What follows belongs to an exercise in optimizing a design on an open flow for small area, a short achievable clock period and few clock cycles; a production flow would make more cautious choices. Only simulation tests tie the RTL to the original design; equivalence was not proved.

==> module yrm_convert, before the edit <==
module yrm_convert (
	input  logic [yrm_pkg::AW-1:0] py,
	input  logic [yrm_pkg::AW-1:0] kr,
	input  logic [yrm_pkg::AW-1:0] kg_s,
	input  logic [yrm_pkg::AW-1:0] kg_c,
	input  logic [yrm_pkg::AW-1:0] kb,
	output yrm_pkg::rgb_t          rgb
);
	localparam int AW = yrm_pkg::AW;
	logic [2*AW-1:0] g1;
	function automatic logic [7:0] clamp8(input logic [AW-1:0] acc);
		if (acc[AW-1]) begin
			clamp8 = 8'd0;
		end else if (acc[AW-2:16] != '0) begin
			clamp8 = 8'hff;
		end else begin
			clamp8 = acc[15:8];
		end
	endfunction
	assign g1 = yrm_pkg::csa(py, kg_s, kg_c);
	assign rgb.red   = clamp8(yrm_pkg::ks(py, kr, 1'b0));
	assign rgb.green = clamp8(yrm_pkg::ks(g1[AW-1:0], g1[2*AW-1:AW], 1'b0));
	assign rgb.blue  = clamp8(yrm_pkg::ks(py, kb, 1'b0));
endmodule
==> module yrm_red_mask, before the edit <==
module yrm_red_mask (
	input  logic [7:0]    r,
	input  logic [7:0]    hi,
	input  logic [7:0]    lo,
	input  logic          gb_sel,
	output yrm_pkg::rgb_t rgb_out,
	output logic          red
);
	localparam int AW = yrm_pkg::AW;
	logic [7:0]      g, b, hin;
	logic [AW-1:0]   t, lsum;
	logic [2*AW-1:0] l1, l2;
	logic            simple;
	assign g   = gb_sel ? hi : lo;
	assign b   = gb_sel ? lo : hi;
	assign hin = ~hi;
	assign t    = yrm_pkg::ks(AW'(r), AW'(hin), 1'b0);
	assign l1   = yrm_pkg::csa(t, t << 2, AW'({lo, 1'b0}));
	assign l2   = yrm_pkg::csa(l1[AW-1:0], l1[2*AW-1:AW], AW'(6279));
	assign lsum = yrm_pkg::ks(l2[AW-1:0], l2[2*AW-1:AW], 1'b0);
	assign simple = r >= 8'd115 && hi[7:6] == 2'b00;
	assign red    = simple || lsum[13];
	assign rgb_out.red   = r;
	assign rgb_out.green = g;
	assign rgb_out.blue  = b;
endmodule
Settings: LEC_CHECK=0, CAP_MARGIN=20, CORE_MARGIN=2, CORE_UTILIZATION=40, CTS_BUF_LIST=sky130_fd_sc_hd__clkbuf_8, CTS_CLUSTER_DIAMETER=60, CTS_CLUSTER_SIZE=24, PLACE_DENSITY=0.6, SETUP_SLACK_MARGIN=2.8, SLEW_MARGIN=20; clock period 6.5 ns.
run.sh (not shown) runs the stock make flow with config.mk's settings and CLKGATE_MAP_FILE= SYNTH_SCRIPT=/design/flow/synth_recipe.tcl, a recipe that flattens the netlist after the stock synthesis.
Testbench counts at the start, summed over its fixed seeds: cycles 16,024.
Next try:
--- a/flow/design.v
+++ b/flow/design.v
@@ -25,4 +25,25 @@
 		csa = {cy[AW-2:0], 1'b0, s};
 	endfunction
+	function automatic logic [AW-1:0] bk(input logic [AW-1:0] a, input logic [AW-1:0] b,
+		input logic cin);
+		logic [AW-1:0] p0, g, p;
+		p0 = a ^ b;
+		g  = a & b;
+		p  = p0;
+		g[0] = g[0] | (p[0] & cin);
+		for (int l = 0; l < 5; l++) begin
+			for (int i = (2 << l) - 1; i < AW; i += (2 << l)) begin
+				g[i] = g[i] | (p[i] & g[i - (1 << l)]);
+				p[i] = p[i] & p[i - (1 << l)];
+			end
+		end
+		for (int l = 3; l >= 0; l--) begin
+			for (int i = (3 << l) - 1; i < AW; i += (2 << l)) begin
+				g[i] = g[i] | (p[i] & g[i - (1 << l)]);
+				p[i] = p[i] & p[i - (1 << l)];
+			end
+		end
+		bk = p0 ^ {g[AW-2:0], cin};
+	endfunction
 	function automatic logic [AW-1:0] ks(input logic [AW-1:0] a, input logic [AW-1:0] b,
 		input logic cin);
@@ -269,7 +290,7 @@
 	endfunction
 	assign g1 = yrm_pkg::csa(py, kg_s, kg_c);
-	assign rgb.red   = clamp8(yrm_pkg::ks(py, kr, 1'b0));
+	assign rgb.red   = clamp8(yrm_pkg::bk(py, kr, 1'b0));
 	assign rgb.green = clamp8(yrm_pkg::ks(g1[AW-1:0], g1[2*AW-1:AW], 1'b0));
-	assign rgb.blue  = clamp8(yrm_pkg::ks(py, kb, 1'b0));
+	assign rgb.blue  = clamp8(yrm_pkg::bk(py, kb, 1'b0));
 endmodule
 module yrm_red_mask (
@@ -289,8 +310,8 @@
 	assign b   = gb_sel ? lo : hi;
 	assign hin = ~hi;
-	assign t    = yrm_pkg::ks(AW'(r), AW'(hin), 1'b0);
+	assign t    = yrm_pkg::bk(AW'(r), AW'(hin), 1'b0);
 	assign l1   = yrm_pkg::csa(t, t << 2, AW'({lo, 1'b0}));
 	assign l2   = yrm_pkg::csa(l1[AW-1:0], l1[2*AW-1:AW], AW'(6279));
-	assign lsum = yrm_pkg::ks(l2[AW-1:0], l2[2*AW-1:AW], 1'b0);
+	assign lsum = yrm_pkg::bk(l2[AW-1:0], l2[2*AW-1:AW], 1'b0);
 	assign simple = r >= 8'd115 && hi[7:6] == 2'b00;
 	assign red    = simple || lsum[13];
The new run ran to the end with no violations.
Via count is lower by 0.69%.
Synthesized area goes up by 0.46%.
Final cell count went down by 2.0%.
Non-clock buffer count falls by 6.
Flip-flop and latch count stays the same.
Utilization came out higher by 0.42 points.
Register-to-register slack loses 240 ps.
Clock skew is about the same.
Critical path depth falls by 1.
Testbench counts after the change, summed over its fixed seeds: cycles 16,024.

========
The RTL this note starts from:
==> flow/design.v <==
package yrm_pkg;
	typedef struct packed {
		logic [7:0] red;
		logic [7:0] green;
		logic [7:0] blue;
	} rgb_t;
	function automatic logic [2:0] dig3(input logic [1:0] d);
		dig3 = {d == 2'd2, d == 2'd1, d == 2'd0 || d == 2'd3};
	endfunction
	function automatic logic [2:0] add3(input logic [2:0] a, input logic [2:0] b);
		add3[0] = (a[0] & b[0]) | (a[1] & b[2]) | (a[2] & b[1]);
		add3[1] = (a[0] & b[1]) | (a[1] & b[0]) | (a[2] & b[2]);
		add3[2] = (a[0] & b[2]) | (a[2] & b[0]) | (a[1] & b[1]);
	endfunction
	function automatic logic [2:0] mod3(input logic [9:0] v);
		mod3 = add3(add3(add3(dig3(v[1:0]), dig3(v[3:2])), add3(dig3(v[5:4]), dig3(v[7:6]))),
			dig3(v[9:8]));
	endfunction
	function automatic logic [19:0] rca(input logic [19:0] a, input logic [19:0] b);
		rca = a + b;
	endfunction
endpackage
module yrm_convert (
	input  logic [7:0]         luma,
	input  logic signed [18:0] kr,
	input  logic signed [18:0] kg,
	input  logic signed [18:0] kb,
	output yrm_pkg::rgb_t      rgb
);
	logic [19:0] y5, y9, py, accr, accg, accb;
	function automatic logic [7:0] clamp8(input logic [19:0] acc);
		if (acc[18]) begin
			clamp8 = 8'd0;
		end else if (acc[17:16] != 2'b00) begin
			clamp8 = 8'hff;
		end else begin
			clamp8 = acc[15:8];
		end
	endfunction
	assign y5   = yrm_pkg::rca(20'(luma), 20'({luma, 2'b0}));
	assign y9   = yrm_pkg::rca(20'(luma), 20'({luma, 3'b0}));
	assign py   = yrm_pkg::rca({y5[18:0], 1'b0}, {y9[14:0], 5'b0});
	assign accr = yrm_pkg::rca(py, 20'(kr));
	assign accg = yrm_pkg::rca(py, 20'(kg));
	assign accb = yrm_pkg::rca(py, 20'(kb));
	assign rgb.red   = clamp8(accr);
	assign rgb.green = clamp8(accg);
	assign rgb.blue  = clamp8(accb);
endmodule
module yrm_chroma (
	input  logic [7:0]         u,
	input  logic [7:0]         v,
	output logic signed [18:0] kr,
	output logic signed [18:0] kg,
	output logic signed [18:0] kb
);
	logic [19:0] v3, v409, u25, v13, ug, kr_w, kg_w, kb_w;
	assign v3   = yrm_pkg::rca(20'(v), 20'({v, 1'b0}));
	assign v409 = yrm_pkg::rca(yrm_pkg::rca({v3[12:0], 7'b0}, {v3[16:0], 3'b0}), 20'(v));
	assign kr_w = yrm_pkg::rca(v409, 20'(-20'sd56992));
	assign u25  = yrm_pkg::rca(yrm_pkg::rca(20'(u), 20'({u, 3'b0})), 20'({u, 4'b0}));
	assign v13  = yrm_pkg::rca(yrm_pkg::rca(20'(v), 20'({v, 2'b0})), 20'({v, 3'b0}));
	assign ug   = yrm_pkg::rca({u25[17:0], 2'b0}, {v13[15:0], 4'b0});
	assign kg_w = yrm_pkg::rca(~ug, 20'(34785));
	assign kb_w = yrm_pkg::rca(yrm_pkg::rca(20'({u, 9'b0}), 20'({u, 2'b0})), 20'(-20'sd70688));
	assign kr   = kr_w[18:0];
	assign kg   = kg_w[18:0];
	assign kb   = kb_w[18:0];
endmodule
module yrm_red_mask (
	input  yrm_pkg::rgb_t rgb_in,
	input  logic          mask,
	output yrm_pkg::rgb_t rgb_out
);
	logic [7:0]         r, g, b, hi, lo;
	logic signed [8:0]  t;
	logic signed [12:0] lin;
	logic               simple, red;
	assign r  = rgb_in.red;
	assign g  = rgb_in.green;
	assign b  = rgb_in.blue;
	assign hi = (g >= b) ? g : b;
	assign lo = (g >= b) ? b : g;
	assign t  = $signed({1'b0, r}) - $signed({1'b0, hi});
	assign lin = 13'(t) * 13'sd5 + $signed({4'b0, lo, 1'b0});
	assign simple = r >= 8'd115 && g[7:6] == 2'b00 && b[7:6] == 2'b00;
	assign red    = simple || lin >= 13'sd638;
	assign rgb_out.red   = mask ? 8'd0 : r;
	assign rgb_out.green = mask ? {8{red}} : g;
	assign rgb_out.blue  = mask ? 8'd0 : b;
endmodule
module yuyv_to_rgb_red_mask_core (
	input  logic       clk,
	input  logic       arst_n,
	input  logic       pix_in_valid,
	output logic       pix_in_ready,
	input  logic [7:0] pix_in_luma0,
	input  logic [7:0] pix_in_chroma_u,
	input  logic [7:0] pix_in_luma1,
	input  logic [7:0] pix_in_chroma_v,
	input  logic [9:0] pix_in_column,
	input  logic [8:0] pix_in_row,
	output logic       pix_out_valid,
	input  logic       pix_out_ready,
	output logic [7:0] pix_out_red0,
	output logic [7:0] pix_out_green0,
	output logic [7:0] pix_out_blue0,
	output logic [7:0] pix_out_red1,
	output logic [7:0] pix_out_green1,
	output logic [7:0] pix_out_blue1
);
	logic          v_a, v_c, ld_a, ld_c;
	logic [2:0]    rcol, rrow;
	logic [7:0]    y0_a, y1_a, u_a, v_a_q;
	logic          m0_a, m1_a, m0_c, m1_c;
	logic signed [18:0] kr, kg, kb;
	yrm_pkg::rgb_t rgb0, rgb1, rgb0_c, rgb1_c, out0, out1;
	assign ld_c = !v_c || pix_out_ready;
	assign ld_a = !v_a || ld_c;
	assign pix_in_ready  = ld_a;
	assign pix_out_valid = v_c;
	always_ff @(posedge clk or negedge arst_n) begin
		if (!arst_n) begin
			v_a <= 1'b0;
			v_c <= 1'b0;
		end else begin
			if (ld_a) v_a <= pix_in_valid;
			if (ld_c) v_c <= v_a;
		end
	end
	assign rcol = yrm_pkg::mod3(pix_in_column);
	assign rrow = yrm_pkg::mod3({1'b0, pix_in_row});
	always_ff @(posedge clk) begin
		if (ld_a) begin
			y0_a  <= pix_in_luma0;
			y1_a  <= pix_in_luma1;
			u_a   <= pix_in_chroma_u;
			v_a_q <= pix_in_chroma_v;
			m0_a  <= !rrow[0] && !rcol[0];
			m1_a  <= !rrow[0] && !rcol[2];
		end
		if (ld_c) begin
			rgb0_c <= rgb0;
			rgb1_c <= rgb1;
			m0_c   <= m0_a;
			m1_c   <= m1_a;
		end
	end
	yrm_chroma   u_chroma (.u(u_a), .v(v_a_q), .kr(kr), .kg(kg), .kb(kb));
	yrm_convert  u_conv0 (.luma(y0_a), .kr(kr), .kg(kg), .kb(kb), .rgb(rgb0));
	yrm_convert  u_conv1 (.luma(y1_a), .kr(kr), .kg(kg), .kb(kb), .rgb(rgb1));
	yrm_red_mask u_mask0 (.rgb_in(rgb0_c), .mask(m0_c), .rgb_out(out0));
	yrm_red_mask u_mask1 (.rgb_in(rgb1_c), .mask(m1_c), .rgb_out(out1));
	assign pix_out_red0   = out0.red;
	assign pix_out_green0 = out0.green;
	assign pix_out_blue0  = out0.blue;
	assign pix_out_red1   = out1.red;
	assign pix_out_green1 = out1.green;
	assign pix_out_blue1  = out1.blue;
endmodule
export LEC_CHECK = 0
export CAP_MARGIN = 20
export CORE_MARGIN = 2
export CORE_UTILIZATION = 40
export PLACE_DENSITY = 0.6
export SLEW_MARGIN = 20
create_clock -name core_clock -period 6.5 [get_ports {clk}]
The first run finished with setup timing left.
Testbench counts at the start, summed over its fixed seeds: cycles 16,016.
Edit:
--- a/flow/design.v
+++ b/flow/design.v
@@ -1,26 +1,28 @@
 package yrm_pkg;
 	typedef struct packed {
 		logic [7:0] red;
 		logic [7:0] green;
 		logic [7:0] blue;
 	} rgb_t;
-	function automatic logic [2:0] dig3(input logic [1:0] d);
-		dig3 = {d == 2'd2, d == 2'd1, d == 2'd0 || d == 2'd3};
-	endfunction
-	function automatic logic [2:0] add3(input logic [2:0] a, input logic [2:0] b);
-		add3[0] = (a[0] & b[0]) | (a[1] & b[2]) | (a[2] & b[1]);
-		add3[1] = (a[0] & b[1]) | (a[1] & b[0]) | (a[2] & b[2]);
-		add3[2] = (a[0] & b[2]) | (a[2] & b[0]) | (a[1] & b[1]);
-	endfunction
-	function automatic logic [2:0] mod3(input logic [9:0] v);
-		mod3 = add3(add3(add3(dig3(v[1:0]), dig3(v[3:2])), add3(dig3(v[5:4]), dig3(v[7:6]))),
-			dig3(v[9:8]));
+	function automatic logic [1:0] mod3(input logic [9:0] v);
+		logic [4:0] s;
+		logic [2:0] t;
+		logic [1:0] u;
+		s = 5'(v[1:0]) + 5'(v[3:2]) + 5'(v[5:4]) + 5'(v[7:6]) + 5'(v[9:8]);
+		t = 3'(s[1:0]) + 3'(s[3:2]) + 3'(s[4]);
+		u = 2'(t[1:0] + 2'(t[2]));
+		mod3 = (u == 2'd3) ? 2'd0 : u;
 	endfunction
 	function automatic logic [19:0] rca(input logic [19:0] a, input logic [19:0] b);
-		rca = a + b;
+		logic c;
+		c = 1'b0;
+		for (int i = 0; i < 20; i++) begin
+			rca[i] = a[i] ^ b[i] ^ c;
+			c = (a[i] & b[i]) | (c & (a[i] ^ b[i]));
+		end
 	endfunction
 endpackage
 module yrm_convert (
 	input  logic [7:0]         luma,
 	input  logic signed [18:0] kr,
 	input  logic signed [18:0] kg,
@@ -69,25 +71,26 @@
 endmodule
 module yrm_red_mask (
 	input  yrm_pkg::rgb_t rgb_in,
 	input  logic          mask,
 	output yrm_pkg::rgb_t rgb_out
 );
-	logic [7:0]         r, g, b, hi, lo;
-	logic signed [8:0]  t;
-	logic signed [12:0] lin;
-	logic               simple, red;
+	logic [7:0]  r, g, b, gn, bn;
+	logic [19:0] u1, u2, lin1, lin2;
+	logic        simple, red;
 	assign r  = rgb_in.red;
 	assign g  = rgb_in.green;
 	assign b  = rgb_in.blue;
-	assign hi = (g >= b) ? g : b;
-	assign lo = (g >= b) ? b : g;
-	assign t  = $signed({1'b0, r}) - $signed({1'b0, hi});
-	assign lin = 13'(t) * 13'sd5 + $signed({4'b0, lo, 1'b0});
+	assign gn = ~g;
+	assign bn = ~b;
+	assign u1   = yrm_pkg::rca(20'(r), 20'(gn));
+	assign u2   = yrm_pkg::rca(20'(r), 20'(bn));
+	assign lin1 = yrm_pkg::rca(yrm_pkg::rca({u1[17:0], 2'b0}, u1), 20'({b, 1'b0}));
+	assign lin2 = yrm_pkg::rca(yrm_pkg::rca({u2[17:0], 2'b0}, u2), 20'({g, 1'b0}));
 	assign simple = r >= 8'd115 && g[7:6] == 2'b00 && b[7:6] == 2'b00;
-	assign red    = simple || lin >= 13'sd638;
+	assign red    = simple || (lin1[11:0] >= 12'd1913 && lin2[11:0] >= 12'd1913);
 	assign rgb_out.red   = mask ? 8'd0 : r;
 	assign rgb_out.green = mask ? {8{red}} : g;
 	assign rgb_out.blue  = mask ? 8'd0 : b;
 endmodule
 module yuyv_to_rgb_red_mask_core (
 	input  logic       clk,
@@ -107,13 +110,13 @@
 	output logic [7:0] pix_out_blue0,
 	output logic [7:0] pix_out_red1,
 	output logic [7:0] pix_out_green1,
 	output logic [7:0] pix_out_blue1
 );
 	logic          v_a, v_c, ld_a, ld_c;
-	logic [2:0]    rcol, rrow;
+	logic [1:0]    rcol, rrow;
 	logic [7:0]    y0_a, y1_a, u_a, v_a_q;
 	logic          m0_a, m1_a, m0_c, m1_c;
 	logic signed [18:0] kr, kg, kb;
 	yrm_pkg::rgb_t rgb0, rgb1, rgb0_c, rgb1_c, out0, out1;
 	assign ld_c = !v_c || pix_out_ready;
 	assign ld_a = !v_a || ld_c;
@@ -133,14 +136,14 @@
 	always_ff @(posedge clk) begin
 		if (ld_a) begin
 			y0_a  <= pix_in_luma0;
 			y1_a  <= pix_in_luma1;
 			u_a   <= pix_in_chroma_u;
 			v_a_q <= pix_in_chroma_v;
-			m0_a  <= !rrow[0] && !rcol[0];
-			m1_a  <= !rrow[0] && !rcol[2];
+			m0_a  <= rrow != 2'd0 && rcol != 2'd0;
+			m1_a  <= rrow != 2'd0 && rcol != 2'd2;
 		end
 		if (ld_c) begin
 			rgb0_c <= rgb0;
 			rgb1_c <= rgb1;
 			m0_c   <= m0_a;
 			m1_c   <= m1_a;
The new run finished but fails on setup timing.
Sequential share of layout area is higher by 1.8 points.
Setup slack improved by 0.49 ns.
Wire length decreases by 25%.
Cell count fell by 28%.
Utilization increases by 4.9 points.
Worst hold slack improved by 0.030 ns.
Area after synthesis fell by 18%.
Design area falls by about 11%.
Critical path depth fell by 5.
Via count decreases by about 40%.
Testbench counts after the change, summed over its fixed seeds: cycles 16,016.

[afterwards: timing with drivers on the ports]
The flow's constraints put no driver on any port. The routed layouts listed below were extracted and timed again, unchanged, in two steps. Step 1 sets driving cells, clkbuf_16 on the clock port and buf_2 on the other inputs (assumed; they add their load-dependent delay and slew). Step 2, shift: input delay + t, output delay - t, t = (earliest + latest rising clock arrival at the registers) / 2. This alone moves slack from input paths to output paths. Three values: ideal, step 1, step 2; two values: the first two.
| run | t (ns) | slack for setup (ns) | pins driven straight from the clock port |
|---|---|---|---|
| the first run of note 1 | 0.618 | 2.780 / 2.811 / 2.193 | 1 |
| the second run of note 1 | 0.642 | 2.603 / 2.603 / 2.287 | 1 |
| the first run of note 2 | 0.412 | -1.665 / -1.715 / -1.303 | 1 |
| the second run of note 2 | 0.397 | -1.170 / -1.212 / -1.170 | 1 |
For the first run of note 1, which loses most, drivers alone change the setup slack by +0.031 ns; drivers and shift together by -0.587 ns.
